This is an optimization exercise on Yosys and OpenROAD, whose aim is small area and a short achievable clock period, not a production implementation.
Function was checked by simulation only, so behaviour that the tests miss may differ from the original.
Power is estimated from default activity; no workload was simulated.

### design/flow/design.v
`default_nettype none
package fft_types_pkg;
	localparam int SAMPLE_W = 16;
	typedef logic signed [SAMPLE_W-1:0] sample_t;
	localparam int ACC_W = 32;
	typedef logic signed [ACC_W-1:0] acc_t;
	localparam int MAX_LOG2_POINTS = 4;
	localparam int MIN_LOG2_POINTS = 2;
	localparam logic CAP_IDLE = 1'b0;
	localparam logic CAP_COLLECT = 1'b1;
endpackage
`default_nettype wire
`default_nettype none
package fft_twiddle_pkg;
	localparam int FRAC_BITS = 13;
	localparam int TWIDDLE_COUNT = 8;
	localparam logic [16*TWIDDLE_COUNT-1:0] TWIDDLE_RE = {
		16'hE270,
		16'hE95F,
		16'hF3C1,
		16'h0000,
		16'h0C3F,
		16'h16A1,
		16'h1D90,
		16'h2000
	};
	localparam logic [16*TWIDDLE_COUNT-1:0] TWIDDLE_IM = {
		16'hF3C1,
		16'hE95F,
		16'hE270,
		16'hE000,
		16'hE270,
		16'hE95F,
		16'hF3C1,
		16'h0000
	};
endpackage
`default_nettype wire
`default_nettype none
module fft_top (
	input wire clk,
	input wire rst_n,
	input wire stb,
	input wire sop_in,
	input wire [15:0] x_re,
	input wire [15:0] x_im,
	output wire valid_out,
	output wire sop_out,
	output wire [15:0] y_re,
	output wire [15:0] y_im
);
	reg coll;
	reg [2:0] m;
	reg xv;
	reg [2:0] xm;
	reg [12:1] ph;
	reg vo, so;
	wire [2:0] idx = coll ? m : 3'd0;
	wire acc = stb & (coll | sop_in);
	wire ph0 = xv & (xm == 3'd7);
	always @(posedge clk or negedge rst_n) begin
		if (!rst_n) begin
			coll <= 1'b0;
			m <= 3'd0;
			xv <= 1'b0;
			xm <= 3'd0;
			ph <= 12'd0;
			vo <= 1'b0;
			so <= 1'b0;
		end else begin
			xv <= acc;
			xm <= idx;
			if (acc) begin
				coll <= (idx != 3'd7);
				m <= idx + 3'd1;
			end
			ph <= {ph[11:1], ph0};
			vo <= |ph[12:5];
			so <= ph[5];
		end
	end
	reg [7:1] pc;
	reg p0c, lsc, x2c, hec;
	always @(posedge clk) begin
		pc <= {ph[6:1], ph0};
		p0c <= acc & (idx == 3'd7);
		lsc <= acc | ph0;
		x2c <= idx[2];
		hec <= acc & idx[2] & ~(idx[1] & idx[0]);
	end
	assign valid_out = vo;
	assign sop_out = so;
	reg [15:0] xr, xi;
	always @(posedge clk) begin
		xr <= x_re;
		xi <= x_im;
	end
	reg [63:0] lo_r, lo_i;
	reg [47:0] hi_r, hi_i;
	reg [15:0] p1r, p1i, f1r, f1i;
	reg w2;
	wire lo_sh = lsc;
	wire bq = p0c | pc[1] | pc[2] | pc[3];
	wire sp_h1 = p0c;
	wire sp_h2 = pc[3];
	wire sp_l2 = lo_sh & ~bq;
	wire sp_l3 = ~(sp_h1 | sp_h2 | sp_l2);
	wire sf_b = p0c;
	wire sf_l = pc[1] | pc[2];
	wire sf_h = pc[3];
	wire sf_x = ~bq;
	always @(posedge clk) begin
		p1r <= ({16{sp_h1}} & hi_r[16 +: 16]) | ({16{sp_h2}} & hi_r[32 +: 16]) |
			({16{sp_l2}} & lo_r[32 +: 16]) | ({16{sp_l3}} & lo_r[48 +: 16]);
		p1i <= ({16{sp_h1}} & hi_i[16 +: 16]) | ({16{sp_h2}} & hi_i[32 +: 16]) |
			({16{sp_l2}} & lo_i[32 +: 16]) | ({16{sp_l3}} & lo_i[48 +: 16]);
		f1r <= ({16{sf_b}} & b1i) | ({16{sf_l}} & lo_r[16 +: 16]) |
			({16{sf_h}} & hi_i[0 +: 16]) | ({16{sf_x}} & x_re);
		f1i <= ({16{sf_b}} & ~b1r) | ({16{sf_l}} & lo_i[16 +: 16]) |
			({16{sf_h}} & ~hi_r[0 +: 16]) | ({16{sf_x}} & x_im);
		w2 <= ph0 | ph[3];
	end
	wire [16:0] sr = {p1r[15], p1r} + {f1r[15], f1r};
	wire [16:0] dr = {p1r[15], p1r} + ~{f1r[15], f1r} + 17'd1;
	wire [16:0] si = {p1i[15], p1i} + {f1i[15], f1i} + {16'd0, w2};
	wire [16:0] di = {p1i[15], p1i} + ~{f1i[15], f1i} + {16'd0, ~w2};
	wire [15:0] a1r = {sr[16], sr[14:0]};
	wire [15:0] b1r = {dr[16], dr[14:0]};
	wire [15:0] a1i = {si[16], si[14:0]};
	wire [15:0] b1i = {di[16], di[14:0]};
	always @(posedge clk) begin
		if (lo_sh) begin
			lo_r <= {lo_r[47:0], x2c ? a1r : xr};
			lo_i <= {lo_i[47:0], x2c ? a1i : xi};
		end
	end
	always @(posedge clk) begin
		if (hec) begin
			hi_r <= {hi_r[31:0], b1r};
			hi_i <= {hi_i[31:0], b1i};
		end
	end
	reg [31:0] al_r, al_i;
	reg [63:0] bl_r, bl_i;
	always @(posedge clk) begin
		al_r <= {al_r[15:0], a1r};
		al_i <= {al_i[15:0], a1i};
	end
	wire t2 = pc[2];
	wire t3 = pc[3];
	wire t4 = pc[4];
	wire t5 = pc[5];
	wire [15:0] tqr = ({16{t2}} & al_r[0 +: 16]) | ({16{t3}} & ~al_r[16 +: 16]) |
		({16{t4}} & bl_r[32 +: 16]) | ({16{t5}} & ~bl_r[48 +: 16]);
	wire [15:0] tqi = ({16{t2}} & al_i[0 +: 16]) | ({16{t3}} & al_i[16 +: 16]) |
		({16{t4}} & bl_i[32 +: 16]) | ({16{t5}} & bl_i[48 +: 16]);
	reg [16:0] tx;
	always @(posedge clk) begin
		tx <= {tqi[15], tqi} + {tqr[15], tqr} + {16'd0, t3 | t5};
	end
	wire [20:0] ex = {{4{tx[16]}}, tx};
	wire [24:0] ey = {{8{tx[16]}}, tx};
	reg [20:0] m11;
	reg [24:0] m161;
	reg mn;
	always @(posedge clk) begin
		m11 <= (ex << 3) + (ex << 1) + ex;
		m161 <= (ey << 7) + (ey << 5) + ey;
		mn <= |tx[12:0];
	end
	wire [29:0] mp = {m11[20], m11, 9'd0} + {{5{m161[24]}}, m161};
	wire [16:0] fx = mp[29:13];
	reg [16:0] hf;
	reg hn;
	always @(posedge clk) begin
		hf <= fx;
		hn <= mn;
	end
	reg [15:0] p2r, p2i;
	reg [16:0] f2r, f2i;
	reg crb, cia, cib;
	reg cc;
	wire c4 = pc[4];
	wire c5 = pc[5];
	wire c6 = pc[6];
	wire c7 = pc[7];
	always @(posedge clk) begin
		p2r <= ({16{c4}} & al_r[16 +: 16]) | ({16{c5}} & al_r[0 +: 16]) |
			({16{c6}} & bl_r[48 +: 16]) | ({16{c7}} & bl_r[32 +: 16]);
		p2i <= ({16{c4}} & al_i[16 +: 16]) | ({16{c5}} & al_i[0 +: 16]) |
			({16{c6}} & bl_i[48 +: 16]) | ({16{c7}} & bl_i[32 +: 16]);
		f2r <= ({17{c4}} & {al_r[15], al_r[0 +: 16]}) | ({17{c5}} & hf) |
			({17{c6}} & {bl_i[47], bl_i[32 +: 16]}) | ({17{c7}} & fx);
		f2i <= ({17{c4}} & {al_i[15], al_i[0 +: 16]}) | ({17{c5}} & fx) |
			({17{c6}} & ~{bl_r[47], bl_r[32 +: 16]}) | ({17{c7}} & ~hf);
		crb <= c4 | c6 | (c5 & ~hn) | (c7 & ~mn);
		cia <= c6 | (c7 & ~hn);
		cib <= c4 | (c5 & ~mn);
		cc <= pc[4] | pc[5] | pc[6] | pc[7];
	end
	wire [17:0] e2r = {{2{p2r[15]}}, p2r};
	wire [17:0] e2i = {{2{p2i[15]}}, p2i};
	wire [17:0] g2r = {f2r[16], f2r};
	wire [17:0] g2i = {f2i[16], f2i};
	wire [17:0] ar = e2r + g2r;
	wire [17:0] br = e2r + ~g2r + {17'd0, crb};
	wire [17:0] ai = e2i + g2i + {17'd0, cia};
	wire [17:0] bi = e2i + ~g2i + {17'd0, cib};
	always @(posedge clk) begin
		bl_r <= {bl_r[47:0], cc ? {br[17], br[14:0]} : b1r};
		bl_i <= {bl_i[47:0], cc ? {bi[17], bi[14:0]} : b1i};
	end
	reg [15:0] yr, yi;
	always @(posedge clk) begin
		yr <= cc ? {ar[17], ar[14:0]} : bl_r[48 +: 16];
		yi <= cc ? {ai[17], ai[14:0]} : bl_i[48 +: 16];
	end
	assign y_re = yr;
	assign y_im = yi;
endmodule
`default_nettype wire
### design/flow/run.sh
#!/bin/bash
# synth_recipe.tcl (not shown) runs the flow's synth.tcl, then flattens the netlist and writes it again
# the make line also repeats each setting of config.mk as NAME=value (left out here)
make -C /OpenROAD-flow-scripts/flow DESIGN_CONFIG=/design/flow/config.mk WORK_HOME=/design/flow/orfs CLKGATE_MAP_FILE= SYNTH_SCRIPT=/design/flow/synth_recipe.tcl finish
### design/flow/config.mk
export PLATFORM = sky130hd
export DESIGN_NAME = fft_top
export DESIGN_NICKNAME = fft_top
export VERILOG_FILES = /design/flow/design.v
export SDC_FILE = /design/flow/constraint.sdc
export NUM_CORES = 4
export LEC_CHECK = 0
export CAP_MARGIN = 20
export CORE_MARGIN = 2
export CORE_UTILIZATION = 40
export CTS_CLUSTER_DIAMETER = 110
export CTS_CLUSTER_SIZE = 30
export SETUP_SLACK_MARGIN = 5
export SLEW_MARGIN = 20
### design/flow/constraint.sdc
create_clock -name core_clock -period 8.0 [get_ports {clk}]
set_input_delay 1.6000 -clock core_clock [delete_from_list [all_inputs] [get_ports {clk}]]
set_output_delay 1.6000 -clock core_clock [all_outputs]
set_load 0.01 [all_outputs]
==> results of run 1 <==
==> state kept, by name, indices dropped and copies added (netlist names), 17 cells and up <==
signal / cells
hi_i: 48
bl_r: 64
hf: 17
lo_i: 64
hi_r: 48
al_i: 32
lo_r: 64
tx: 17
m11: 20
al_r: 32
m161: 17
f2r: 17
bl_i: 64
f2i: 17
==> layout by cell type (no fill, tap or decap), drive strengths merged, types with 8 or more instances in the layout <==
| cell type | synthesis | layout |
|---|---|---|
| o21bai | 22 | 22 |
| ha | 199 | 199 |
| a222oi | 47 | 47 |
| dlygate4sd2 | 0 | 33 |
| nor3 | 43 | 43 |
| a31o | 8 | 8 |
| or2 | 8 | 8 |
| o31a | 9 | 9 |
| clkbuf | 99 | 45 |
| a211oi | 12 | 12 |
| o21ai | 125 | 125 |
| xor2 | 28 | 28 |
| inv | 188 | 194 |
| nand2 | 259 | 259 |
| nor4 | 9 | 9 |
| nor2b | 21 | 21 |
| a221o | 53 | 53 |
| o22ai | 22 | 22 |
| dfrtp | 21 | 21 |
| edfxtp | 224 | 224 |
| a21oi | 159 | 159 |
| o21a | 19 | 19 |
| o211ai | 12 | 12 |
| fa | 43 | 43 |
| and2 | 13 | 13 |
| nor2 | 128 | 128 |
| clkdlybuf4s50 | 0 | 35 |
| a31oi | 20 | 20 |
| nand3 | 23 | 23 |
| a22oi | 97 | 97 |
| nand2b | 20 | 20 |
| dfxtp | 475 | 475 |
| buf | 16 | 62 |
| o31ai | 8 | 8 |
| or3 | 10 | 10 |
| mux2 | 41 | 41 |
| a21o | 34 | 34 |
| xnor2 | 110 | 110 |
==> per-stage QoR <==
step | total power [W] | setup WS, ns | cells | cell area (um^2)
6_report | 0.01571 | 4.830 | 3770 | 34090
4_1_cts | 0.01557 | 4.902 | 3752 | 33670
3_5_place_dp | 0.01340 | 4.196 | 3666 | 32080
2_1_floorplan | 0.01082 | 5.033 | 2716 | 30590
5_1_grt | 0.01672 | 4.762 | 3767 | 34080
3_3_place_gp | 0.01325 | 4.321 | 3666 | 32080
==> metal layers <==
metal  routed length (um)  up-vias
li1                     -     9830
met1                34200    10270
met2                38100      621
met3                 4238      124
met4                 2816        0
met5                    0        -
==> cell type report <==
type | instances | area (um^2) | area share
Clock buffer | 44 | 803.3 | 0.02357
Inverter | 190 | 724.4 | 0.02125
Timing Repair Buffer | 134 | 1292 | 0.03792
Tap cell | 978 | 1224 | 0.03590
Antenna cell | 3 | 7.507 | 0.0002202
Multi-Input combinational cell | 1691 | 13050 | 0.3829
Clock inverter | 10 | 136.4 | 0.004001
Sequential cell | 720 | 16840 | 0.4942
==> how the worst max path moves through the flow <==
stage | from | endpoint | slack (ns) | cells after the start
detailed placement | pc[5] | tx[15] | 4.20 | 13
floorplan | tx[8] | m161[24] | 5.03 | 12
global route | pc[2] | tx[14] | 4.76 | 14
global placement | pc[5] | tx[15] | 4.32 | 13
finish | pc[2] | tx[14] | 4.83 | 14
CTS | pc[2] | tx[14] | 4.90 | 14
==> kinds of logic after synthesis <==
group                    count (synthesis)
XOR/XNOR                               138
AND/OR/NAND/NOR                        557
AO/OA/AOI/OAI                          708
adder cells (fa/ha/maj)                242
multiplexers                            46
buffers and inverters                  305
flip-flops                             720
==> power by group through the flow <==
stage                     clock network (W)  registers (W)  logic (W)
after floorplan                           0        0.00621    0.00461
after detailed placement                  0        0.00659    0.00681
after CTS                           0.00200        0.00650    0.00707
final                               0.00193        0.00649    0.00728
after global placement                    0        0.00653    0.00672
after global routing                0.00212        0.00665    0.00794
==> timing repair <==
item | 4_1_cts | 5_1_grt
setup endpoints to repair | 124 | 51
gates cloned | 2 | 1
resized for setup | 129 | 65
pin swaps | 25 | 48
buffers inserted | 30 | 14
==> run notes, run 1 <==
ys flop type dfxtp_1; Achievable Freq 0.3155 GHz; Critical Path Source Type register; grt met3 use 0.02298; IO Count 70; Syn Area/Cell 11.23 um^2; Internal 0.009081 W; hpwl dp 54510 um; Placer Congestion 0.8939; Nets 3045; critical path cell sequence buf_12 > a22o_4 > a221oi_4 > fa_2 > inv_2 > fa_2 > a21oi_2 > o21ai_2 > o311a_1 > o21a_1 > o21ai_2 > a211o_1 > nand2b_4 > a211oi_2; Synth Area in XOR/XNOR 0.03964; vias post-DR 20850; Chip Width 280.1 um; Final Core Density 0.4503; starting density of the core 0.4028; Final Hold Slack 0.3124 ns; CTS Buf Count 30; Die ar. 78450 um^2; worst-margin pin slew 1.011 ns; worst hold start bl_r[8]; asr flop ratio synth 0.02917; slew margin rel. 0.3259; Hold Path Class register to register; M2 GR Usage 0.3309; Synth Area in Simple Gates 0.08093; CTS tree built; CTS Hold Buffers Added 0; required time worst endpoint 8.53 ns; sequential element share of the synthesized area 0.5497; Adder-Cell Fraction of Synth Area 0.1099; share of layout cells above drive strength 1 0.1054; Post-synth top cells dfxtp_1, nand2_1, edfxtp_1; port bufs 69; Psw 0.006630 W; Die Span Y 280.1 um; dominant cells by area after synthesis dfxtp_1, edfxtp_1, ha_1; Worst R2R Path Depth 14; skew final 0.04389 ns; peak supply drop 0.2097 mV; Synth cell types 83; hold depth 0; Lkg Pwr 14.09 nW; Worst path top cell family by delay compound AO/OA/AOI/OAI gates; mux cell area share after synthesis 0.01678; Hold Fails Final Rpt 0; core area 75700 um^2; Setup TNS 0 ns; Setup-failing EPs final 0; Clock Latency Late Sink 0.68 ns; Mapped Nets 2994; largest net degree at the start of global routing 73; Post-Syn Area 30490 um^2; Total Wirelength 79350 um; Initial DRC Count 2011; Std-Cell Rows 101; Via density 5.530; met1 usage 0.2632; Yosys reg bits 720; EDFF count, synth 224; GRT Overall Usage 0.1971; vias in the first global route 20700; CP bufs+invs 2; largest family of logic cells by synthesized area compound AO/OA/AOI/OAI gates; clock power share 0.123; capturing point of the worst reg2reg path tx[14]; sequential power share 0.413; launch point of the worst reg-to-reg path pc[2]; first-pass GRT wire length 120500 um; root buffer cell clkbuf_16; CP max stage cell dfxtp_4; Setup crit end kind register; worst-path fanout max 7; crit path DAT 3.70 ns; residual overflow from global routing 0; max-cap violation count 0; post-synth top area cell dfxtp_1; Syn Inst Count 2716; fillers 6935; Synth warnings 1; Logic pwr share 0.464; Avg WL per Cell 21.05 um; CP max stage delay 0.37 ns; RSZ-0062 raised after global routing yes; sw frac 0.4220; min Tclk post-route 3.170 ns; Area Overhead vs Synth 11.79%; DRC viols 0; initial antenna violation count 0; Pwr per Cell Area 460.9 nW/um^2; Crit Path Class register to register; CTS max path bufs 3; DRT Pass-1 Iters 6; Max Slew Vio Count 0; Final period util 0.3962; count leader, synth dfxtp_1; CTS Sinks 720; clk slew on worst S/H paths 0.11 ns; Hold EP bl_r[24]; H-tree levels 1; R2R Setup Slk 4.83 ns; GRT Max-Usage Layer met2; Synth Area in Compound Gates 0.1620; Final ANT Viol Nets 0; status finished clean; share of Yosys cell area claimed by the top area cell type 0.3119
==> run 2, diff against run 1 <==
--- a/design/flow/config.mk
+++ b/design/flow/config.mk
@@ -10,4 +10,4 @@
 export CORE_UTILIZATION = 40
-export CTS_CLUSTER_DIAMETER = 110
-export CTS_CLUSTER_SIZE = 30
+export CTS_CLUSTER_DIAMETER = 100
+export CTS_CLUSTER_SIZE = 26
 export SETUP_SLACK_MARGIN = 5
==> run 2 against run 1 <==
Effect of this change:
- still clean on timing, DRC and antenna
- first-iteration DRC count grew 3.8%
- critical path depth is the same
- sequential share of layout area shrank 0.30 points
- clock skew shrank 0.014 ns
- synthesized cell count is the same
- critical path type unchanged
- largest power group unchanged
==> run notes, run 2 <==
starting density of the core 0.4028 (unchanged); Die ar. 78450 um^2 (unchanged); vias in the first global route 20730 (+0.16%); IO Count 70 (unchanged); final cell count without fillers 3785 (+0.40%); Achievable Freq 0.3217 GHz (+2.0%); Area Overhead vs Synth 12.48%; Placer Congestion 0.8939 (unchanged); CP startpoint pc[2]; Setup TNS 0 ns (unchanged); Setup-failing EPs final 0 (unchanged); dominant cells by area after synthesis dfxtp_1, edfxtp_1, ha_1; commonest non-fill, non-tap cells in the layout dfxtp_1, nand2_1, edfxtp_1; RSZ-0062 raised after global routing yes; Final ANT Viol Nets 0 (unchanged); residual overflow from global routing 0 (unchanged); max-cap violation count 0 (unchanged); Post-synth top cells dfxtp_1, nand2_1, edfxtp_1; Chip Width 280.1 um (unchanged); root buffer cell clkbuf_16; Synth cell types 83 (unchanged); CTS Sinks 720 (unchanged); core area 75700 um^2 (unchanged); Die Span Y 280.1 um (unchanged); worst-margin pin slew 1.025 ns (+0.01412 ns); ys flop type dfxtp_1; Inst Count DP 3666 (unchanged); CP max stage cell dfxtp_4; post-synth top area cell dfxtp_1; worst-path fanout max 7 (unchanged); Hold Path Class register to register; CTS Hold Buffers Added 0 (unchanged); Finished Cell Area 34290 um^2 (+0.61%); share of Yosys cell area claimed by the top area cell type 0.3119 (unchanged); commonest non-fill, non-tap cell in the layout dfxtp_1; slew margin rel. 0.3164 (-0.009416); Std-Cell Rows 101 (unchanged); initial antenna violation count 1 (+1); min Tclk post-route 3.108 ns (-0.06151 ns); DRC viols 0 (unchanged); launch point of the worst reg-to-reg path pc[2]; CTS max path bufs 3 (unchanged); H-tree levels 2 (+1); Nets 3059 (+0.46%); Mapped Nets 2994 (unchanged); CP max stage delay 0.36 ns (about the same); status finished clean; crit path DAT 3.61 ns (-0.09 ns); Critical Path Source Type register; CTS tree built; cell mode on critical path o21ai_2; asr flop ratio synth 0.02917 (unchanged); first-pass GRT wire length 120700 um (+0.17%); Clock Latency Late Sink 0.59 ns (-0.09 ns); critical path cell sequence buf_12 > a22o_1 > a221oi_4 > fa_2 > inv_2 > fa_2 > a21oi_2 > o21ai_2 > o311a_1 > o21a_1 > o21ai_2 > a211o_1 > o21ai_2 > a211oi_2; worst hold start bl_r[19]; Hold Fails Final Rpt 0 (unchanged); vias post-DR 21040 (+0.89%); Crit Path Class register to register; fillers 6903 (-0.46%); Initial DRC Count 2087 (+3.8%); Syn Area/Cell 11.23 um^2 (unchanged); DRT Pass-1 Iters 7 (+1); skew final 0.02964 ns (-0.01425 ns); required time worst endpoint 8.50 ns (-0.03 ns); Max Slew Vio Count 0 (unchanged); Total Wirelength 79670 um (+0.40%); CTS Buf Count 35 (+17%); Avg WL per Cell 21.05 um (about the same); Setup crit end kind register; Synth warnings 1 (unchanged); clk slew on worst S/H paths 0.10 ns (about the same); count leader, synth dfxtp_1; Via density 5.557 (+0.49%); Lkg Pwr 14.18 nW (+0.64%); GRT Overall Usage 0.1983 (+0.001237); Final Hold Slack 0.3256 ns (+0.01320 ns); Worst path top cell family by delay compound AO/OA/AOI/OAI gates; dpl cell area 32080 um^2 (unchanged); Tot Pwr 0.01594 W (+1.4%); Final period util 0.3886 (-0.007689); EDFF count, synth 224 (unchanged); hpwl dp 54510 um (unchanged); port bufs 69 (unchanged); Pwr per Cell Area 464.7 nW/um^2 (+0.83%); share of layout cells above drive strength 1 0.1105 (+0.005063); Syn Inst Count 2716 (unchanged); largest net degree at the start of global routing 73 (unchanged); sequential element share of the synthesized area 0.5497 (unchanged); peak supply drop 0.2176 mV (+3.8%); Yosys reg bits 720 (unchanged); Post-Syn Area 30490 um^2 (unchanged); CP bufs+invs 2 (unchanged)
-- run 2: cell types whose count changed in the layout (fill, tap and decap cells not counted), moves of 3 or more --
cell       delta
inv_6         +3
buf_4        +12
buf_6         -5
clkbuf_16     +6
inv_8         -3
clkbuf_1      +3
-- run 2: where the power goes --
group          internal (W)  leakage (nW)  switching [W]
sequential          0.00550          6.39       0.000995
combinational       0.00287          7.27        0.00446
clock              0.000904         0.520        0.00121
-- run 2: worst register-to-register path, cell delays in order (launching register included) --
cell,delay (ns)
dfxtp_4,0.36
buf_12,0.13
a22o_1,0.23
a221oi_4,0.21
fa_2,0.28
inv_2,0.04
fa_2,0.35
a21oi_2,0.21
o21ai_2,0.08
o311a_1,0.33
o21a_1,0.21
o21ai_2,0.15
a211o_1,0.21
o21ai_2,0.10
a211oi_2,0.15
-- run 2: worst paths after layout --
kind | cells after the start | end | slack, ns
worst max-delay path | 14 | tx[14] | 4.89
worst min-delay path | 0 | bl_r[35] | 0.33
worst max register to register | 14 | tx[14] | 4.89
worst min register to register | 0 | bl_r[35] | 0.33
max in group asynchronous | 1 | ph[12] | 5.90
min in group asynchronous | 1 | m[1] | 1.51
-- run 2: metal layers --
| metal | GRT usage | vias up | routed length [um] |
|---|---|---|---|
| li1 | - | 9858 | - |
| met1 | 0.2631 | 10330 | 34240 |
| met2 | 0.3318 | 705 | 38060 |
| met3 | 0.02332 | 141 | 4369 |
| met4 | 0.07583 | 0 | 2998 |
| met5 | 0 | - | 0 |
-- run 2: what timing repair did --
action / in CTS / in global routing
hold endpoints to repair: 0 / 0
resized for setup: 123 / 72
buffers inserted: 28 / 25
pin swaps: 26 / 48
endpoints found under the setup margin: 123 / 53
gates cloned: 2 / 1
-- run 2: logic make-up after synthesis --
group | count (synthesis) | share of synthesized area
XOR/XNOR | 138 | 0.03964
adder cells (fa/ha/maj) | 242 | 0.1099
buffers and inverters | 305 | 0.04104
flip-flops | 720 | 0.5497
AO/OA/AOI/OAI | 708 | 0.1620
multiplexers | 46 | 0.01678
AND/OR/NAND/NOR | 557 | 0.08093
-- run 2: cell type report --
type,count,area (um^2),area share
clock buffers,53,964.7,0.02813
multi-input cells,1691,13050,0.3804
clock inverters,9,125.1,0.003649
diodes,1,2.502,0.00007297
repair buffers,143,1360,0.03966
well taps,978,1224,0.03568
inverters,190,724.4,0.02113
flip-flops and latches,720,16850,0.4912
-- run 2: through the flow --
stage,utilization,worst slack (ns)
after floorplan,-,5.033
after global placement,0.4237,4.321
after detailed placement,0.4237,4.196
after CTS,0.4462,4.981
after global routing,0.4530,4.799
final,0.4530,4.892
==> run 3, diff against run 2 <==
--- a/design/flow/design.v
+++ b/design/flow/design.v
@@ -123,5 +123,8 @@
 	wire [16:0] sr = {p1r[15], p1r} + {f1r[15], f1r};
-	wire [16:0] dr = {p1r[15], p1r} + ~{f1r[15], f1r} + 17'd1;
-	wire [16:0] si = {p1i[15], p1i} + {f1i[15], f1i} + {16'd0, w2};
-	wire [16:0] di = {p1i[15], p1i} + ~{f1i[15], f1i} + {16'd0, ~w2};
+	wire [17:0] drx = {p1r[15], p1r, 1'b1} + {~f1r[15], ~f1r, 1'b1};
+	wire [17:0] six = {p1i[15], p1i, 1'b1} + {f1i[15], f1i, w2};
+	wire [17:0] dix = {p1i[15], p1i, 1'b1} + {~f1i[15], ~f1i, ~w2};
+	wire [16:0] dr = drx[17:1];
+	wire [16:0] si = six[17:1];
+	wire [16:0] di = dix[17:1];
 	wire [15:0] a1r = {sr[16], sr[14:0]};
@@ -157,4 +160,5 @@
 	reg [16:0] tx;
-	always @(posedge clk) begin
-		tx <= {tqi[15], tqi} + {tqr[15], tqr} + {16'd0, t3 | t5};
+	wire [17:0] txs = {tqi[15], tqi, 1'b1} + {tqr[15], tqr, t3 | t5};
+	always @(posedge clk) begin
+		tx <= txs[17:1];
 	end
@@ -205,5 +209,8 @@
 	wire [17:0] ar = e2r + g2r;
-	wire [17:0] br = e2r + ~g2r + {17'd0, crb};
-	wire [17:0] ai = e2i + g2i + {17'd0, cia};
-	wire [17:0] bi = e2i + ~g2i + {17'd0, cib};
+	wire [18:0] brx = {e2r, 1'b1} + {~g2r, crb};
+	wire [18:0] aix = {e2i, 1'b1} + {g2i, cia};
+	wire [18:0] bix = {e2i, 1'b1} + {~g2i, cib};
+	wire [17:0] br = brx[18:1];
+	wire [17:0] ai = aix[18:1];
+	wire [17:0] bi = bix[18:1];
 	always @(posedge clk) begin
==> design/flow/flow/run.sh (new file) <==
#!/bin/bash
set -euo pipefail
bash standard.sh SETUP_SLACK_MARGIN=5.12 finish > standard.log 2>&1
==> design/flow/standard.sh (new file) <==
#!/bin/bash
# synth_recipe.tcl (not shown) runs the flow's synth.tcl, then flattens the netlist and writes it again
# the make line also repeats each setting of config.mk as NAME=value (left out here)
make -C /OpenROAD-flow-scripts/flow DESIGN_CONFIG=/design/flow/config.mk WORK_HOME=/design/flow/orfs CLKGATE_MAP_FILE= SYNTH_SCRIPT=/design/flow/synth_recipe.tcl "${@:-finish}"
removed: design/flow/run.sh
==> run 3 against run 2 <==
Effect of this change:
- non-clock buffer count is 11 lower
- total power up 2.0%
- clock power is 3% lower
- fmax up 5.3%
- hold slack worse by 0.0043 ns
- worst setup slack better by 0.16 ns
- core utilization is 0.51 points higher
- critical path type unchanged
- largest power group unchanged
==> run notes, run 3 <==
port bufs 69 (unchanged); Critical Path Source Type register; vias post-DR 21160 (+0.61%); critical path cell sequence clkinvlp_4 > buf_8 > o21ai_2 > a221o_1 > ha_4 > nor2b_4 > o2111ai_2 > nand4_1 > a31o_4 > a2111oi_4 > o31a_1 > o211ai_1; status finished clean; Std-Cell Rows 101 (unchanged); Stages on worst setup path 12 (-2); Post-Syn Area 30730 um^2 (+0.78%); Via density 5.480 (-1.4%); Diodes inserted 0 (-1); first-pass GRT wire length 122800 um (+1.7%); min Tclk post-route 2.951 ns (-0.1570 ns); residual overflow from global routing 0 (unchanged); Yosys reg bits 720 (unchanged); Synth Area in Simple Gates 0.08157 (+0.0006395); Area Overhead vs Synth 13.24%; Syn Area/Cell 11.13 um^2 (-0.83%); Chip Width 281.2 um (+0.38%); Setup crit end kind register; Die ar. 79050 um^2 (+0.77%); CP max stage delay 0.42 ns (+0.06 ns); Worst R2R Path Depth 12 (-2); Max Slew Vio Count 0 (unchanged); GRT Overall Usage 0.2010 (+0.002625); mux cell area share after synthesis 0.01702 (+0.0002373); Nets 3086 (+0.88%); EDFF count, synth 224 (unchanged); Synth warnings 1 (unchanged); hpwl dp 56940 um (+4.4%); CP max stage cell dfxtp_4; required time worst endpoint 8.43 ns (-0.07 ns); initial antenna violation count 1 (unchanged); skew final 0.03150 ns (+0.001858 ns); largest family of logic cells by synthesized area compound AO/OA/AOI/OAI gates; clk slew on worst S/H paths 0.11 ns (about the same); Final Core Density 0.4581 (+0.005099); vias in the first global route 21030 (+1.4%); CTS Buf Count 35 (unchanged); root buffer cell clkbuf_16; CP bufs+invs 2 (unchanged); Crit Path Class register to register; Hold Fails Final Rpt 0 (unchanged); dominant cells by area after synthesis dfxtp_1, edfxtp_1, ha_1; Initial DRC Count 2236 (+7.1%); Avg WL per Cell 21.01 um (-0.20%); commonest non-fill, non-tap cells in the layout dfxtp_1, nand2_1, edfxtp_1; asr flop ratio synth 0.02917 (unchanged); Achievable Freq 0.3388 GHz (+5.3%); starting density of the core 0.4046 (+0.001773); Adder-Cell Fraction of Synth Area 0.1072 (-0.002719); CTS Sinks 720 (unchanged); Setup TNS 0 ns (unchanged); hold depth 0 (unchanged); Placer Congestion 0.9443 (+5.6%); Clock Latency Late Sink 0.59 ns (about the same); Hold Path Class register to register; Total Wirelength 81130 um (+1.8%); Synth Area in XOR/XNOR 0.04532 (+0.005681); Final ANT Viol Nets 0 (unchanged); worst-margin pin slew 1.006 ns (-0.01896 ns); Die Span Y 281.2 um (+0.38%); CTS max path bufs 3 (unchanged); crit path DAT 3.38 ns (-0.23 ns); IO Count 70 (unchanged); fillers 6943 (+0.58%); H-tree levels 2 (unchanged); DRC viols 0 (unchanged); Synth Area in Compound Gates 0.1651 (+0.003151); DRT Pass-1 Iters 10 (+3); peak supply drop 0.2017 mV (-7.3%); RSZ-0062 raised after global routing yes; ys flop type dfxtp_1; Syn Inst Count 2760 (+1.6%); commonest non-fill, non-tap cell in the layout dfxtp_1; Mapped Nets 3037 (+1.4%); Setup-failing EPs final 0 (unchanged); Final period util 0.3689 (-0.01963); Pwr per Cell Area 467.2 nW/um^2 (+0.53%); Synth cell types 77 (-7.2%); CTS Hold Buffers Added 0 (unchanged); sequential element share of the synthesized area 0.5455 (-0.004231); share of layout cells above drive strength 1 0.1151 (+0.004635); worst-path fanout max 8 (+1); share of Yosys cell area claimed by the top area cell type 0.3095 (-0.002400); count leader, synth dfxtp_1; Lkg Pwr 14.35 nW (+1.2%); post-synth top area cell dfxtp_1; max-cap violation count 0 (unchanged); core area 75950 um^2 (+0.33%); Post-synth top cells dfxtp_1, nand2_1, edfxtp_1; largest net degree at the start of global routing 99 (+36%); CTS tree built; Worst path top cell family by delay compound AO/OA/AOI/OAI gates; slew margin rel. 0.3291 (+0.01264)
run 3: changes by cell type after synthesis, moves of 10 or more:
| cell | before | now |
|---|---|---|
| o21bai_1 | 22 | 35 |
| xnor2_1 | 110 | 120 |
| a21o_1 | 34 | 44 |
| nor2_1 | 127 | 137 |
| nor3_1 | 42 | 29 |
| xor2_1 | 28 | 39 |
| o21ai_0 | 123 | 104 |
run 3: final cells by class:
cell class / count / area (um^2) / share of cell area
Sequential cell: 720 / 16840 / 0.4839
Multi-Input combinational cell: 1729 / 13660 / 0.3925
Tap cell: 1030 / 1289 / 0.03704
Timing Repair Buffer: 132 / 1232 / 0.03542
Clock buffer: 51 / 939.7 / 0.02701
Inverter: 191 / 723.2 / 0.02078
Clock inverter: 9 / 113.9 / 0.003272
run 3: per-stage QoR:
stage                     area (um^2)  setup WS (ns)  total power, W  std cells  hold WS [ns]
after floorplan                 30750          5.128         0.01087       2760        0.3096
after global placement          32450          4.465         0.01343       3760        0.3101
after detailed placement        32450          4.444         0.01357       3760        0.3121
after CTS                       34100          4.947         0.01590       3843        0.3253
after global routing            34790          4.940         0.01726       3862        0.3388
final                           34790          5.049         0.01626       3862        0.3213
run 3: cells by family after synthesis:
| kind of cell | Yosys count |
|---|---|
| mux | 47 |
| xor+xnor | 159 |
| fa+ha+maj | 241 |
| flops | 720 |
| buf+inv | 311 |
| simple gates | 561 |
| compound gates | 721 |
run 3: what timing repair did:
item / 4_1_cts / 5_1_grt
hold endpoints to repair: 0 / 0
pin swaps: 20 / 47
buffers inserted: 22 / 19
gates resized for setup: 128 / 121
gates cloned: 1 / 0
endpoints found under the setup margin: 145 / 83
run 3: layer usage:
metal  vias up  global-route usage  part of all wire
met1     10420              0.2657              0.43
li1       9992                   -                 -
met2       614              0.3368              0.48
met5         -                   0                 0
met3       135             0.02195             0.051
met4         0             0.07925             0.040
run 3: worst register-to-register path: stages, from the launching register on:
cell	delay, ns
dfxtp_4	0.42
clkinvlp_4	0.17
buf_8	0.17
o21ai_2	0.12
a221o_1	0.17
ha_4	0.22
nor2b_4	0.13
o2111ai_2	0.23
nand4_1	0.18
a31o_4	0.28
a2111oi_4	0.33
o31a_1	0.24
o211ai_1	0.12
run 3: path summary, 6_finish.rpt:
check | to | from | slack, ns
worst min-delay path | bl_r[33] | bl_r[17] | 0.32
worst max-delay path | tx[15] | pc[3] | 5.05
max in group asynchronous | ph[12] | rst_n | 5.95
worst min register to register | bl_r[33] | bl_r[17] | 0.32
min in group asynchronous | ph[5] | rst_n | 1.50
worst max register to register | tx[15] | pc[3] | 5.05
run 3: power by group:
group	leakage (nW)	internal, W	switching (W)
Sequential	6.39	0.00550	0.000970
Combinational	7.45	0.00302	0.00471
Clock	0.506	0.000880	0.00118
Total	14.4	0.00940	0.00686
==> run 4, diff against run 3 <==
==> design/flow/run.sh (new file) <==
#!/bin/bash
# synth_recipe.tcl (not shown) runs the flow's synth.tcl, then flattens the netlist and writes it again
# the make line also repeats each setting of config.mk as NAME=value (left out here)
make -C /OpenROAD-flow-scripts/flow DESIGN_CONFIG=/design/flow/config.mk WORK_HOME=/design/flow/orfs CLKGATE_MAP_FILE= SYNTH_SCRIPT=/design/flow/synth_recipe.tcl finish
--- a/design/flow/config.mk
+++ b/design/flow/config.mk
@@ -9,3 +9,3 @@
 export CORE_MARGIN = 2
-export CORE_UTILIZATION = 40
+export CORE_UTILIZATION = 55
 export CTS_CLUSTER_DIAMETER = 100
removed: design/flow/flow/run.sh
removed: design/flow/standard.sh
==> run 4 against run 3 <==
Effect of this change:
- still clean
- worst setup slack about the same
- wire length increased by 0.53%
- core utilization increased by 16 points
- total power decreased by 1.5%
- largest cell class unchanged
- synthesized cell count unchanged
==> run notes, run 4 <==
Setup TNS 0 ns (unchanged); status finished clean; required time worst endpoint 8.34 ns (-0.09 ns); Post-Syn Area 30730 um^2 (unchanged); Crit Path Class register to register; commonest non-fill, non-tap cells in the layout dfxtp_1, nand2_1, edfxtp_1; share of Yosys cell area claimed by the top area cell type 0.3095 (unchanged); peak supply drop 0.3826 mV (+90%); root buffer cell clkbuf_16; Hold Fails Final Rpt 0 (unchanged); Synth warnings 1 (unchanged); Max Slew Vio Count 0 (unchanged); CTS Buf Count 34 (-2.9%); Lkg Pwr 14.29 nW (-0.42%); critical path cell sequence inv_1 > ha_2 > or3b_1 > a31oi_4 > o31ai_2 > o21ai_2 > o41a_1 > xnor2_1 > mux2_2; share of layout cells above drive strength 1 0.09419 (-0.02092); Final period util 0.3689 (about the same); Critical Path Source Type register; Final Hold Slack 0.3133 ns (-0.008054 ns); EDFF count, synth 224 (unchanged); core area 55200 um^2 (-27%); Post-synth top cells dfxtp_1, nand2_1, edfxtp_1; sequential element share of the synthesized area 0.5455 (unchanged); GRT Overall Usage 0.2773 (+0.07636); Mapped Nets 3037 (unchanged); asr flop ratio synth 0.02917 (unchanged); fillers 4473 (-36%); Avg WL per Cell 22.82 um (+8.6%); Achievable Freq 0.3389 GHz (about the same); first-pass GRT wire length 121300 um (-1.2%); CTS max path bufs 3 (unchanged); port bufs 69 (unchanged); Chip Width 240.4 um (-15%); Setup crit end kind register; DRC viols 0 (unchanged); ys flop type dfxtp_1; Std-Cell Rows 86 (-15%); count leader, synth dfxtp_1; hpwl dp 55630 um (-2.3%); vias post-DR 21320 (+0.75%); Clock Latency Late Sink 0.60 ns (about the same); largest net degree at the start of global routing 74 (-25%); Sequential Area 16830 um^2 (about the same); Area Overhead vs Synth 11.16%; Yosys reg bits 720 (unchanged); Syn Inst Count 2760 (unchanged); starting density of the core 0.5566 (+0.1521); Die ar. 57770 um^2 (-27%); RSZ-0062 raised after global routing yes; CTS tree built; residual overflow from global routing 0 (unchanged); dominant cells by area after synthesis dfxtp_1, edfxtp_1, ha_1; Die Span Y 240.4 um (-15%); commonest non-fill, non-tap cell in the layout dfxtp_1; worst-margin pin slew 1.095 ns (+0.08892 ns); Via density 5.966 (+8.9%); Final ANT Viol Nets 0 (unchanged); CP max stage delay 0.51 ns (+0.09 ns); Nets 3081 (-0.16%); CTS Sinks 720 (unchanged); Initial DRC Count 2166 (-3.1%); skew final 0.03466 ns (+0.003158 ns); CP max stage cell o31ai_2; Placer Congestion 0.9023 (-4.4%); min Tclk post-route 2.951 ns (-0.0004300 ns); Hold Path Class register to register; vias in the first global route 20590 (-2.1%); max-cap violation count 0 (unchanged); Synth cell types 77 (unchanged); worst-path fanout max 7 (-1); H-tree levels 2 (unchanged); Multi-input gate area 13410 um^2 (-1.8%); IO Count 70 (unchanged); crit path DAT 3.29 ns (-0.09 ns); Pwr per Cell Area 468.8 nW/um^2 (+0.33%); Setup-failing EPs final 0 (unchanged); slew margin rel. 0.2690 (-0.06009); post-synth top area cell dfxtp_1; clk slew on worst S/H paths 0.10 ns (about the same); initial antenna violation count 0 (-1); Syn Area/Cell 11.13 um^2 (unchanged); Total Wirelength 81560 um (+0.53%); R2R Setup Slk 5.05 ns (about the same); DRT Pass-1 Iters 8 (-2)
[run 4: cell count changes in the layout (fill, tap and decap cells not counted), sizes merged]
cell	before	now
buf	62	55
bufinv	1	0
clkbuf	52	54
clkdlybuf4s15	2	0
clkinv	6	2
diode	0	2
dlygate4sd2	31	34
inv	191	192
[run 4: layer usage]
layer  share of wire  global-route usage  vias to the layer above  routed length [um]
met3           0.055             0.03008                      118                4457
li1                -                   -                     9979                   -
met5               0                   0                        -                   0
met2            0.46              0.4383                      707               37510
met4           0.032             0.09806                        0                2648
met1            0.45              0.3969                    10520               36950
[run 4: worst max-delay path: cells and delay by family (launching register included)]
family	cells	cell delay (ns)
compound gates	4	1.23
xor+xnor	1	0.19
fa+ha+maj	1	0.39
buf+inv	1	0.05
flops	1	0.35
mux	1	0.28
simple gates	1	0.20
[run 4: path summary, 6_finish.rpt]
| check | startpoint | endpoint | cells after the start |
|---|---|---|---|
| max | f1i[1] | lo_i[14] | 9 |
| min | bl_r[16] | bl_r[32] | 0 |
| max reg2reg | f1i[1] | lo_i[14] | 9 |
| min reg2reg | bl_r[16] | bl_r[32] | 0 |
| max in group asynchronous | rst_n | ph[8] | 1 |
| min in group asynchronous | rst_n | ph[4] | 1 |
[run 4: cell families (layout without fill, tap and decap cells)]
| logic type | count (synthesis) | count (layout) | synth area share |
|---|---|---|---|
| AO/OA/AOI/OAI | 721 | 721 | 0.1651 |
| XOR/XNOR | 159 | 159 | 0.04532 |
| adder cells (fa/ha/maj) | 241 | 241 | 0.1072 |
| buffers and inverters | 311 | 375 | 0.03828 |
| flip-flops | 720 | 720 | 0.5455 |
| multiplexers | 47 | 47 | 0.01702 |
| other | 0 | 2 | 0 |
| AND/OR/NAND/NOR | 561 | 561 | 0.08157 |
[run 4: repair_timing]
item                       4_1_cts  5_1_grt
setup endpoints to repair      117       69
gates cloned                     2        2
pin swaps                       10       30
buffers inserted                15       24
hold buffers                     0        0
resized for setup              108       83
[run 4: area by class of cell]
| class | instances | area share |
|---|---|---|
| diodes | 2 | 0.0001465 |
| clock buffers | 52 | 0.02751 |
| clock inverters | 4 | 0.001392 |
| inverters | 191 | 0.02110 |
| multi-input cells | 1729 | 0.3928 |
| flip-flops and latches | 720 | 0.4929 |
| well taps | 748 | 0.02740 |
| repair buffers | 127 | 0.03656 |
| repair inverters | 1 | 0.0002198 |
[run 4: per-stage QoR]
stage / util / area [um^2] / std cells / total power (W) / setup WS [ns]
6_report: 0.6187 / 34150 / 3574 / 0.01601 / 5.049
5_1_grt: 0.6186 / 34150 / 3572 / 0.01695 / 4.904
4_1_cts: 0.6066 / 33490 / 3546 / 0.01573 / 4.984
3_5_place_dp: 0.5808 / 32060 / 3473 / 0.01355 / 3.883
3_3_place_gp: 0.5808 / 32060 / 3473 / 0.01342 / 3.941
2_1_floorplan: - / 30740 / 2760 / 0.01087 / 5.005
[run 4: power breakdown]
group,total (W),internal [W],switching (W)
registers,0.00644,0.00550,0.000945
clock network,0.00200,0.000837,0.00116
logic,0.00757,0.00287,0.00471
==> run 5, diff against run 4 <==
--- a/design/flow/config.mk
+++ b/design/flow/config.mk
@@ -7,5 +7,5 @@
 export LEC_CHECK = 0
-export CAP_MARGIN = 20
+export CAP_MARGIN = 5
 export CORE_MARGIN = 2
-export CORE_UTILIZATION = 55
+export CORE_UTILIZATION = 40
 export CTS_CLUSTER_DIAMETER = 100
@@ -13,2 +13,2 @@
 export SETUP_SLACK_MARGIN = 5
-export SLEW_MARGIN = 20
+export SLEW_MARGIN = 5
==> run 5 against run 4 <==
Effect of this change:
- critical path depth rose by 1
- still clean on timing, DRC and antenna
- largest cell class unchanged
- critical path type unchanged
- total power decreased by 0.98%
- flip-flop and latch count unchanged
==> run notes, run 5 <==
status finished clean; Hold Fails Final Rpt 0 (unchanged); Chip Width 281.2 um (+17%); fillers 6958 (+56%); Pwr per Cell Area 461.8 nW/um^2 (-1.5%); Setup crit end kind register; Clock Latency Late Sink 0.59 ns (about the same); ys flop type dfxtp_1; Post-Syn Area 30730 um^2 (unchanged); starting density of the core 0.4046 (-0.1521); Setup TNS 0 ns (unchanged); capturing point of the worst reg2reg path lo_i[15]; IO Count 70 (unchanged); DRT Pass-1 Iters 8 (unchanged); hpwl dp 56380 um (+1.4%); Setup WS post-layout 5.027 ns (-0.02155 ns); peak supply drop 0.2257 mV (-41%); Final period util 0.3716 (+0.002694); H-tree levels 2 (unchanged); Lkg Pwr 14.23 nW (-0.40%); Crit Path Class register to register; Syn Area/Cell 11.13 um^2 (unchanged); Std-Cell Rows 101 (+17%); vias post-DR 21070 (-1.2%); initial antenna violation count 0 (unchanged); DRC viols 0 (unchanged); Worst R2R Path Depth 10 (+1); Area Overhead vs Synth 11.73%; EDFF count, synth 224 (unchanged); Synth Area in Simple Gates 0.08157 (unchanged); CTS tree built; max-cap violation count 0 (unchanged); skew final 0.02893 ns (-0.005734 ns); Post-synth top cells dfxtp_1, nand2_1, edfxtp_1; dominant cells by area after synthesis dfxtp_1, edfxtp_1, ha_1; worst-path fanout max 7 (unchanged); Via density 5.471 (-8.3%); worst-margin pin slew 1.142 ns (+0.04681 ns); commonest non-fill, non-tap cells in the layout dfxtp_1, nand2_1, edfxtp_1; crit path DAT 3.32 ns (+0.03 ns); largest family of logic cells by synthesized area compound AO/OA/AOI/OAI gates; Placer Congestion 0.9071 (+0.53%); vias in the first global route 20810 (+1.0%); min Tclk post-route 2.973 ns (+0.02155 ns); Die Span Y 281.2 um (+17%); Tot Pwr 0.01585 W (-0.98%); CTS Sinks 720 (unchanged); critical path endpoint lo_i[15]; Synth Area in Compound Gates 0.1651 (unchanged); clk slew on worst S/H paths 0.10 ns (about the same); Setup-failing EPs final 0 (unchanged); root buffer cell clkbuf_16; Syn Inst Count 2760 (unchanged); Inst Count DP 3759 (+8.2%); final cell count without fillers 3850 (+7.7%); CTS max path bufs 3 (unchanged); Yosys reg bits 720 (unchanged); Synth Area in XOR/XNOR 0.04532 (unchanged); Synth cell types 77 (unchanged); Final ANT Viol Nets 0 (unchanged); commonest non-fill, non-tap cell in the layout dfxtp_1; Multi-input gate area 13290 um^2 (-0.96%); Critical Path Source Type register; Nets 3073 (-0.26%); pre-CTS WS 4.351 ns (+0.4676 ns); core area 75950 um^2 (+38%); Hold Path Class register to register; Achievable Freq 0.3364 GHz (-0.73%); CTS Buf Count 34 (unchanged); sequential element share of the synthesized area 0.5455 (unchanged); share of Yosys cell area claimed by the top area cell type 0.3095 (unchanged); port bufs 69 (unchanged); R2R Setup Slk 5.03 ns (-0.02 ns); RSZ-0062 raised after global routing yes; Initial DRC Count 2055 (-5.1%); first-pass GRT wire length 121300 um (unchanged); largest net degree at the start of global routing 81 (+9.5%); Avg WL per Cell 20.88 um (-8.5%); CP startpoint f1i[1]; slew margin rel. 0.2386 (-0.03040); GRT Overall Usage 0.1987 (-0.07856); count leader, synth dfxtp_1; Max Slew Vio Count 0 (unchanged); Adder-Cell Fraction of Synth Area 0.1072 (unchanged); post-synth top area cell dfxtp_1; Sequential Area 16840 um^2 (about the same); launch point of the worst reg-to-reg path f1i[1]; residual overflow from global routing 0 (unchanged); Mapped Nets 3037 (unchanged); Total Wirelength 80380 um (-1.5%); mux cell area share after synthesis 0.01702 (unchanged); Die ar. 79050 um^2 (+37%); required time worst endpoint 8.35 ns (about the same); share of layout cells above drive strength 1 0.09120 (-0.002993); asr flop ratio synth 0.02917 (unchanged); Synth warnings 1 (unchanged)
## run 5: cell counts after synthesis
Identical to the previous run, type by type.
## run 5: cells by family (layout without fill, tap and decap cells)
| family | Yosys count | after routing |
|---|---|---|
| flops | 720 | 720 |
| mux | 47 | 47 |
| other cells | 0 | 2 |
| simple gates | 561 | 561 |
| xor+xnor | 159 | 159 |
| buf+inv | 311 | 369 |
| compound gates | 721 | 721 |
| fa+ha+maj | 241 | 241 |
## run 5: per-stage QoR
step	utilization	hold WS, ns	cell area (um^2)
final	0.4520	0.3304	34330
after global routing	0.4519	0.3368	34320
after CTS	0.4434	0.3311	33670
after detailed placement	0.4271	0.3121	32440
after global placement	0.4271	0.3100	32440
after floorplan	-	0.3096	30740
## run 5: worst min path at each step
| stage | from | endpoint | slack [ns] | depth (start not counted) |
|---|---|---|---|---|
| final | bl_r[6] | bl_r[22] | 0.33 | 0 |
| after global routing | bl_r[6] | bl_r[22] | 0.34 | 0 |
| after CTS | bl_r[6] | bl_r[22] | 0.33 | 0 |
| after detailed placement | bl_i[11] | bl_i[27] | 0.31 | 0 |
| after global placement | bl_r[20] | bl_r[36] | 0.31 | 0 |
| after floorplan | bl_i[0] | bl_i[16] | 0.31 | 0 |
## run 5: area by class of cell
class	instances	share of cell area
antenna	2	0.0001458
tap	1030	0.03754
multi-input combinational	1729	0.3870
sequential	720	0.4905
timing repair buffer	120	0.03426
clock inverter	5	0.002114
clock buffer	53	0.02744
inverter	191	0.02099
## run 5: per-layer routing
metal | share of wire | global-route usage
met1 | 0.44 | 0.2643
met5 | 0 | 0
met3 | 0.046 | 0.02062
met2 | 0.48 | 0.3359
met4 | 0.032 | 0.07007
## run 5: timing repair
item                                    4_1_cts  5_1_grt
buffers inserted                              6       21
cloned                                        1        3
endpoints found under the setup margin      105       67
hold buffers                                  0        0
hold endpoints to repair                      0        0
gates resized for setup                      86       95
pin swaps                                     6       25
## run 5: power breakdown
| part | switching (W) | total, W | internal [W] |
|---|---|---|---|
| sequential | 0.00100 | 0.00650 | 0.00550 |
| clock | 0.00118 | 0.00202 | 0.000841 |
| combinational | 0.00451 | 0.00734 | 0.00283 |
| total | 0.00669 | 0.0159 | 0.00917 |
## run 5: worst max-delay path: stages, from the launching register on
cell	delay, ns
dfxtp_1	0.34
inv_1	0.04
ha_1	0.37
or3b_1	0.43
a31oi_2	0.37
o31ai_4	0.16
o21ai_1	0.27
o41a_1	0.21
nand2_1	0.07
a22o_1	0.19
mux2_2	0.25
==> run 6, diff against run 5 <==
--- a/design/flow/config.mk
+++ b/design/flow/config.mk
@@ -7,3 +7,3 @@
 export LEC_CHECK = 0
-export CAP_MARGIN = 5
+export CAP_MARGIN = 20
 export CORE_MARGIN = 2
@@ -12,3 +12,4 @@
 export CTS_CLUSTER_SIZE = 26
+export PLACE_DENSITY = 0.75
 export SETUP_SLACK_MARGIN = 5
-export SLEW_MARGIN = 5
+export SLEW_MARGIN = 20
==> run 6 against run 5 <==
Effect of this change:
- global-route usage down 1.2 points
- first-iteration DRC count up 18%
- flip-flop and latch count unchanged
- area after synthesis unchanged
- largest power group unchanged
- hold slack worse by 0.0092 ns
- total power about the same
- largest cell class unchanged
- combinational power about the same
- still clean
==> run notes, run 6 <==
core area 75950 um^2 (unchanged); Nets 3071 (-0.065%); Yosys reg bits 720 (unchanged); port bufs 69 (unchanged); Post-Syn Area 30730 um^2 (unchanged); commonest non-fill, non-tap cell in the layout dfxtp_1; Chip Width 281.2 um (unchanged); Final ANT Viol Nets 0 (unchanged); post-synth top area cell dfxtp_1; Area Overhead vs Synth 11.67% (about the same); Synth Area in XOR/XNOR 0.04532 (unchanged); Pwr per Cell Area 462.2 nW/um^2 (about the same); CP max stage cell o31ai_2; DRC viols 0 (unchanged); sequential element share of the synthesized area 0.5455 (unchanged); clk slew on worst S/H paths 0.10 ns (about the same); Setup-failing EPs final 0 (unchanged); vias post-DR 21120 (+0.24%); mux cell area share after synthesis 0.01702 (unchanged); cell mode on critical path inv_1; worst-margin pin slew 0.9320 ns (-0.2101 ns); CTS tree built; Hold Fails Final Rpt 0 (unchanged); residual overflow from global routing 0 (unchanged); share of layout cells above drive strength 1 0.08452 (-0.006682); Achievable Freq 0.3331 GHz (-0.98%); EDFF count, synth 224 (unchanged); Lkg Pwr 14.24 nW (about the same); Critical Path Source Type register; Synth Area in Compound Gates 0.1651 (unchanged); Stages on worst setup path 13 (+3); Syn Area/Cell 11.13 um^2 (unchanged); root buffer cell clkbuf_16; starting density of the core 0.4046 (unchanged); IO Count 70 (unchanged); min Tclk post-route 3.002 ns (+0.02927 ns); CTS Buf Count 36 (+5.9%); Multi-input gate area 13230 um^2 (-0.41%); Hold Path Class register to register; Synth warnings 1 (unchanged); Via density 5.489 (+0.32%); Synth Area in Simple Gates 0.08157 (unchanged); Avg WL per Cell 19.98 um (-4.3%); Total Wirelength 76860 um (-4.4%); Final period util 0.3752 (+0.003659); hpwl dp 52470 um (-6.9%); Mapped Nets 3037 (unchanged); Syn Inst Count 2760 (unchanged); skew final 0.02829 ns (-0.0006351 ns); GRT Overall Usage 0.1866 (-0.01218); commonest non-fill, non-tap cells in the layout dfxtp_1, nand2_1, edfxtp_1; worst-path fanout max 3 (-4); hold depth 0 (unchanged); critical path cell sequence inv_1 > ha_1 > inv_1 > fa_1 > a21o_1 > a21oi_2 > nor2b_1 > o31ai_4 > buf_4 > o31ai_2 > a211oi_2 > mux2_4 > a211o_1; first-pass GRT wire length 114400 um (-5.7%); largest net degree at the start of global routing 102 (+26%); CTS max path bufs 3 (unchanged); Max Slew Vio Count 0 (unchanged); H-tree levels 2 (unchanged); asr flop ratio synth 0.02917 (unchanged); vias in the first global route 20160 (-3.1%); Clock Latency Late Sink 0.60 ns (about the same); CTS Sinks 720 (unchanged); Setup TNS 0 ns (unchanged); ys flop type dfxtp_1; Worst path top cell family by delay compound AO/OA/AOI/OAI gates; Die Span Y 281.2 um (unchanged); max-cap violation count 0 (unchanged); Placer Congestion 0.8971 (-1.1%); required time worst endpoint 8.49 ns (+0.14 ns); count leader, synth dfxtp_1; Std-Cell Rows 101 (unchanged); fillers 6873 (-1.2%); Post-synth top cells dfxtp_1, nand2_1, edfxtp_1; Setup crit end kind register; Die ar. 79050 um^2 (unchanged); Synth cell types 77 (unchanged); share of Yosys cell area claimed by the top area cell type 0.3095 (unchanged); Worst R2R Path Depth 13 (+3); status finished clean; Tot Pwr 0.01586 W (about the same); Adder-Cell Fraction of Synth Area 0.1072 (unchanged); RSZ-0062 raised after global routing yes; initial antenna violation count 1 (+1); Crit Path Class register to register; Initial DRC Count 2427 (+18%); CP bufs+invs 3 (+2); CP max stage delay 0.44 ns (about the same); dominant cells by area after synthesis dfxtp_1, edfxtp_1, ha_1; Sequential Area 16840 um^2 (about the same); slew margin rel. 0.3780 (+0.1394); Final Hold Slack 0.3212 ns (-0.009174 ns); crit path DAT 3.49 ns (+0.17 ns); largest family of logic cells by synthesized area compound AO/OA/AOI/OAI gates; DRT Pass-1 Iters 6 (-2); peak supply drop 0.2157 mV (-4.5%)
run 6: changes by cell type in the layout (fill, tap and decap cells not counted), moves of 3 or more:
cell and change:
o21ai_2 -3, a2111oi_2 -3, a2111oi_4 +3, buf_4 -4
o21ai_0 +3
run 6: worst paths after layout:
| kind | from | to | slack [ns] |
|---|---|---|---|
| worst max register to register | p1r[0] | bl_r[15] | 5.00 |
| max in group asynchronous | rst_n | ph[11] | 5.95 |
| min in group asynchronous | rst_n | m[0] | 1.50 |
| worst max-delay path | p1r[0] | bl_r[15] | 5.00 |
| worst min register to register | bl_i[16] | bl_i[32] | 0.32 |
| worst min-delay path | bl_i[16] | bl_i[32] | 0.32 |
run 6: final cells by class:
| type | instances | area share |
|---|---|---|
| inverter | 191 | 0.02100 |
| antenna | 1 | 0.00007293 |
| clock buffer | 52 | 0.02801 |
| timing repair buffer | 115 | 0.03296 |
| clock inverter | 8 | 0.003865 |
| tap | 1030 | 0.03756 |
| multi-input combinational | 1729 | 0.3856 |
| sequential | 720 | 0.4907 |
| timing repair inverter | 1 | 0.0002188 |
run 6: cell families after synthesis:
group | count (synthesis)
muxes | 47
and+or+nand+nor | 561
xor gates and xnor gates | 159
adders and majority gates | 241
AOI/OAI and AO/OA | 721
DFF | 720
buffers and inverters | 311
run 6: power by group:
part	internal [W]	total (W)	switching (W)
Clock	0.000880	0.00210	0.00122
Combinational	0.00282	0.00734	0.00452
Sequential	0.00550	0.00642	0.000921
run 6: layer usage:
layer / global-route usage / wire (um)
met2: 0.3086 / 36290
met5: 0 / 0
met4: 0.08268 / 3434
met3: 0.02369 / 4788
met1: 0.2445 / 32350
run 6: repair_timing:
item,in CTS,in global routing
hold endpoints to repair,0,0
cloned,1,3
pin swaps,10,18
gates resized for setup,80,75
setup buffers,12,14
hold buffers,0,0
endpoints found under the setup margin,116,84
run 6: per-stage QoR:
stage	util	cells	setup slack, ns	instance area [um^2]
CTS	0.4443	3829	4.962	33750
global placement	0.4268	3756	4.080	32410
detailed placement	0.4268	3756	4.074	32410
finish	0.4518	3847	4.998	34310
floorplan	-	2760	5.005	30740
global route	0.4517	3846	4.896	34310
==> run 7, diff against run 6 <==
--- a/design/flow/config.mk
+++ b/design/flow/config.mk
@@ -9,6 +9,5 @@
 export CORE_MARGIN = 2
-export CORE_UTILIZATION = 40
+export CORE_UTILIZATION = 30
 export CTS_CLUSTER_DIAMETER = 100
 export CTS_CLUSTER_SIZE = 26
-export PLACE_DENSITY = 0.75
 export SETUP_SLACK_MARGIN = 5
==> run 7 against run 6 <==
Effect of this change:
- still clean
- clock skew increased by 0.010 ns
- flip-flop and latch count stayed put
- synthesized cell count unchanged
- total power down 0.17%
- global-route usage fell by 3.8 points
- first-iteration DRC count shrank 23%
- area after synthesis unchanged
- clock power about the same
- cell count rose by 9.0%
- non-clock buffer count increased by 6
- critical path type unchanged
- largest power group unchanged
- highest routed layer unchanged
==> run notes, run 7 <==
Via density 4.947 (-9.9%); initial antenna violation count 1 (unchanged); Critical Path Source Type register; starting density of the core 0.3020 (-0.1026); sequential power share 0.406 (about the same); CTS max path bufs 3 (unchanged); Avg WL per Cell 19.19 um (-3.9%); slew margin rel. 0.2859 (-0.09210); sw frac 0.4222 (+0.002306); GRT Overall Usage 0.1485 (-0.03810); Synth Area in Compound Gates 0.1651 (unchanged); min Tclk post-route 2.986 ns (-0.01561 ns); Hold Path Class register to register; mux cell area share after synthesis 0.01702 (unchanged); Psw 0.006685 W (+0.38%); Post-synth top cells dfxtp_1, nand2_1, edfxtp_1; commonest non-fill, non-tap cells in the layout dfxtp_1, nand2_1, edfxtp_1; peak supply drop 0.2204 mV (+2.2%); Synth cell types 77 (unchanged); CTS Buf Count 35 (-2.8%); clock power share 0.131 (-0.002); residual overflow from global routing 0 (unchanged); skew final 0.03861 ns (+0.01032 ns); Final ANT Viol Nets 0 (unchanged); Mapped Nets 3037 (unchanged); Die Span Y 324.0 um (+15%); DRC viols 0 (unchanged); max-cap violation count 0 (unchanged); Max Slew Vio Count 0 (unchanged); Synth Area in Simple Gates 0.08157 (unchanged); largest net degree at the start of global routing 69 (-32%); Post-Syn Area 30730 um^2 (unchanged); Std-Cell Rows 117 (+16%); Yosys reg bits 720 (unchanged); Setup-failing EPs final 0 (unchanged); critical path cell sequence inv_1 > ha_1 > or3_1 > nor2_4 > nor3_1 > o41ai_2 > a221o_1 > xnor2_1 > mux2_2; sequential element share of the synthesized area 0.5455 (unchanged); EDFF count, synth 224 (unchanged); count leader, synth dfxtp_1; Hold Fails Final Rpt 0 (unchanged); status finished clean; core area 101700 um^2 (+34%); required time worst endpoint 8.37 ns (-0.12 ns); Internal 0.009147 W (-0.57%); Crit Path Class register to register; CTS tree built; share of Yosys cell area claimed by the top area cell type 0.3095 (unchanged); first-pass GRT wire length 119700 um (+4.6%); largest family of logic cells by synthesized area compound AO/OA/AOI/OAI gates; Finished Cell Area 34710 um^2 (+1.1%); DRT Pass-1 Iters 6 (unchanged); Clock Latency Late Sink 0.61 ns (about the same); Nets 3076 (+0.16%); Placer Congestion 0.8761 (-2.3%); crit path DAT 3.35 ns (-0.14 ns); Setup crit end kind register; dpl cell area 32840 um^2 (+1.3%); Synth Area in XOR/XNOR 0.04532 (unchanged); commonest non-fill, non-tap cell in the layout dfxtp_1; Total Wirelength 80470 um (+4.7%); H-tree levels 2 (unchanged); root buffer cell clkbuf_16; hpwl dp 55470 um (+5.7%); Final period util 0.3733 (-0.001951); RSZ-0062 raised after global routing yes; Synth warnings 1 (unchanged); Lkg Pwr 14.22 nW (-0.15%); asr flop ratio synth 0.02917 (unchanged); Syn Area/Cell 11.13 um^2 (unchanged); dominant cells by area after synthesis dfxtp_1, edfxtp_1, ha_1; IO Count 70 (unchanged); CP max stage delay 0.48 ns (+0.04 ns); Setup TNS 0 ns (unchanged); CTS Sinks 720 (unchanged); clk slew on worst S/H paths 0.10 ns (about the same); Initial DRC Count 1867 (-23%); ys flop type dfxtp_1; Achievable Freq 0.3349 GHz (+0.52%); share of layout cells above drive strength 1 0.09142 (+0.006907); vias post-DR 20740 (-1.8%); Chip Width 324.0 um (+15%); worst-path fanout max 8 (+5); worst-margin pin slew 1.070 ns (+0.1380 ns); CP max stage cell or3_1; Pwr per Cell Area 456.2 nW/um^2 (-1.3%); Logic pwr share 0.463 (about the same); vias in the first global route 19530 (-3.1%); Die ar. 105000 um^2 (+33%); Syn Inst Count 2760 (unchanged); Adder-Cell Fraction of Synth Area 0.1072 (unchanged); port bufs 69 (unchanged); post-synth top area cell dfxtp_1; Area Overhead vs Synth 12.95%
run 7: cell counts after synthesis:
No cell type changed its count.
run 7: through the flow:
stage          hold slack, ns  setup slack (ns)  std cells  utilization  total power [W]
2_1_floorplan          0.3096             5.005       2760            -          0.01087
3_3_place_gp           0.3104             3.855       4093       0.3227          0.01346
3_5_place_dp           0.3121             3.783       4093       0.3227          0.01352
4_1_cts                0.3245             4.955       4162       0.3356          0.01570
5_1_grt                0.3298             4.935       4190       0.3410          0.01684
6_report               0.3124             5.014       4193       0.3411          0.01583
run 7: repair_timing:
action | in CTS | in global routing
hold endpoints to repair | 0 | 0
endpoints found under the setup margin | 84 | 68
gates cloned | 2 | 0
pin swaps | 4 | 20
buffers inserted | 7 | 28
hold buffers | 0 | 0
resized for setup | 86 | 72
run 7: routing by layer:
layer  vias to the layer above  GRT usage  wire [um]
li1                       9976          -          -
met1                     10110     0.2047      36040
met2                       570     0.2471      38580
met3                        88    0.01436       3717
met4                         0    0.04198       2127
met5                         -          0          0
run 7: path summary, 6_finish.rpt:
path / cells past startpoint / endpoint / slack [ns] / start
max in group asynchronous: 1 / ph[6] / 5.80 / rst_n
min in group asynchronous: 1 / ph[7] / 1.55 / rst_n
min reg2reg: 0 / bl_r[41] / 0.31 / bl_r[25]
max: 9 / lo_i[11] / 5.01 / f1i[3]
max reg2reg: 9 / lo_i[11] / 5.01 / f1i[3]
min: 0 / bl_r[41] / 0.31 / bl_r[25]
run 7: cell type report:
cell class	instances	area, um^2
fillers	10200	67040
flip-flops and latches	720	16840
multi-input cells	1729	13230
well taps	1368	1712
repair buffers	121	1161
clock buffers	50	932.1
inverters	191	720.7
clock inverters	10	98.84
repair inverters	1	7.507
diodes	3	7.507
run 7: power groups by stage:
| stage | clock, W | sequential [W] | combinational, W |
|---|---|---|---|
| global placement | 0 | 0.00653 | 0.00693 |
| detailed placement | 0 | 0.00656 | 0.00696 |
| floorplan | 0 | 0.00621 | 0.00466 |
| finish | 0.00207 | 0.00643 | 0.00734 |
| global route | 0.00225 | 0.00659 | 0.00800 |
| CTS | 0.00213 | 0.00647 | 0.00710 |
run 7: kinds of logic after synthesis:
family,count (synthesis)
compound gates,721
flops,720
simple gates,561
buf+inv,311
fa+ha+maj,241
xor+xnor,159
mux,47
run 7: critical path: cells and delay by family, from the launching register on:
| family | cells | cell delay (ns) |
|---|---|---|
| flip-flops | 1 | 0.36 |
| adder cells (fa/ha/maj) | 1 | 0.37 |
| AO/OA/AOI/OAI | 2 | 0.72 |
| XOR/XNOR | 1 | 0.20 |
| buffers and inverters | 1 | 0.05 |
| multiplexers | 1 | 0.34 |
| AND/OR/NAND/NOR | 3 | 0.74 |

==> re-timing with driven ports <==
Ports are ideal in the flow. The routed layouts listed here were re-timed in OpenROAD. Step 1 assumes that a clkbuf_16 drives the clock port and a buf_2 every other input. Step 2 also shifts input and output timing later by t, the mid clock arrival at the registers, as if the neighbouring blocks saw the same clock. a / b / c = no drivers / after step 1 / after step 2; a / b = the first two.
run	t (ns)	setup WS [ns]	worst setup path at the end	slew at the worst register clock pin (ns)	pins driven straight from the clock port
run 1	0.723	4.830 / 4.830 / 4.830	register to register	0.12 / 0.12	1
run 2	0.646	4.892 / 4.892 / 4.892	register to register	0.11 / 0.11	1
run 3	0.643	5.049 / 5.049 / 4.974	input to register	0.11 / 0.11	1
run 4	0.638	5.049 / 5.049 / 4.878	input to register	0.11 / 0.11	1
run 5	0.647	5.027 / 5.027 / 4.875	input to register	0.11 / 0.11	1
run 6	0.648	4.998 / 4.998 / 4.956	input to register	0.11 / 0.11	1
run 7	0.655	5.014 / 5.014 / 4.868	input to register	0.11 / 0.11	1
After both steps every run listed still meets setup and hold. For run 4, which loses most, drivers alone change the setup slack by 0.000 ns; drivers and shift together by -0.171 ns.
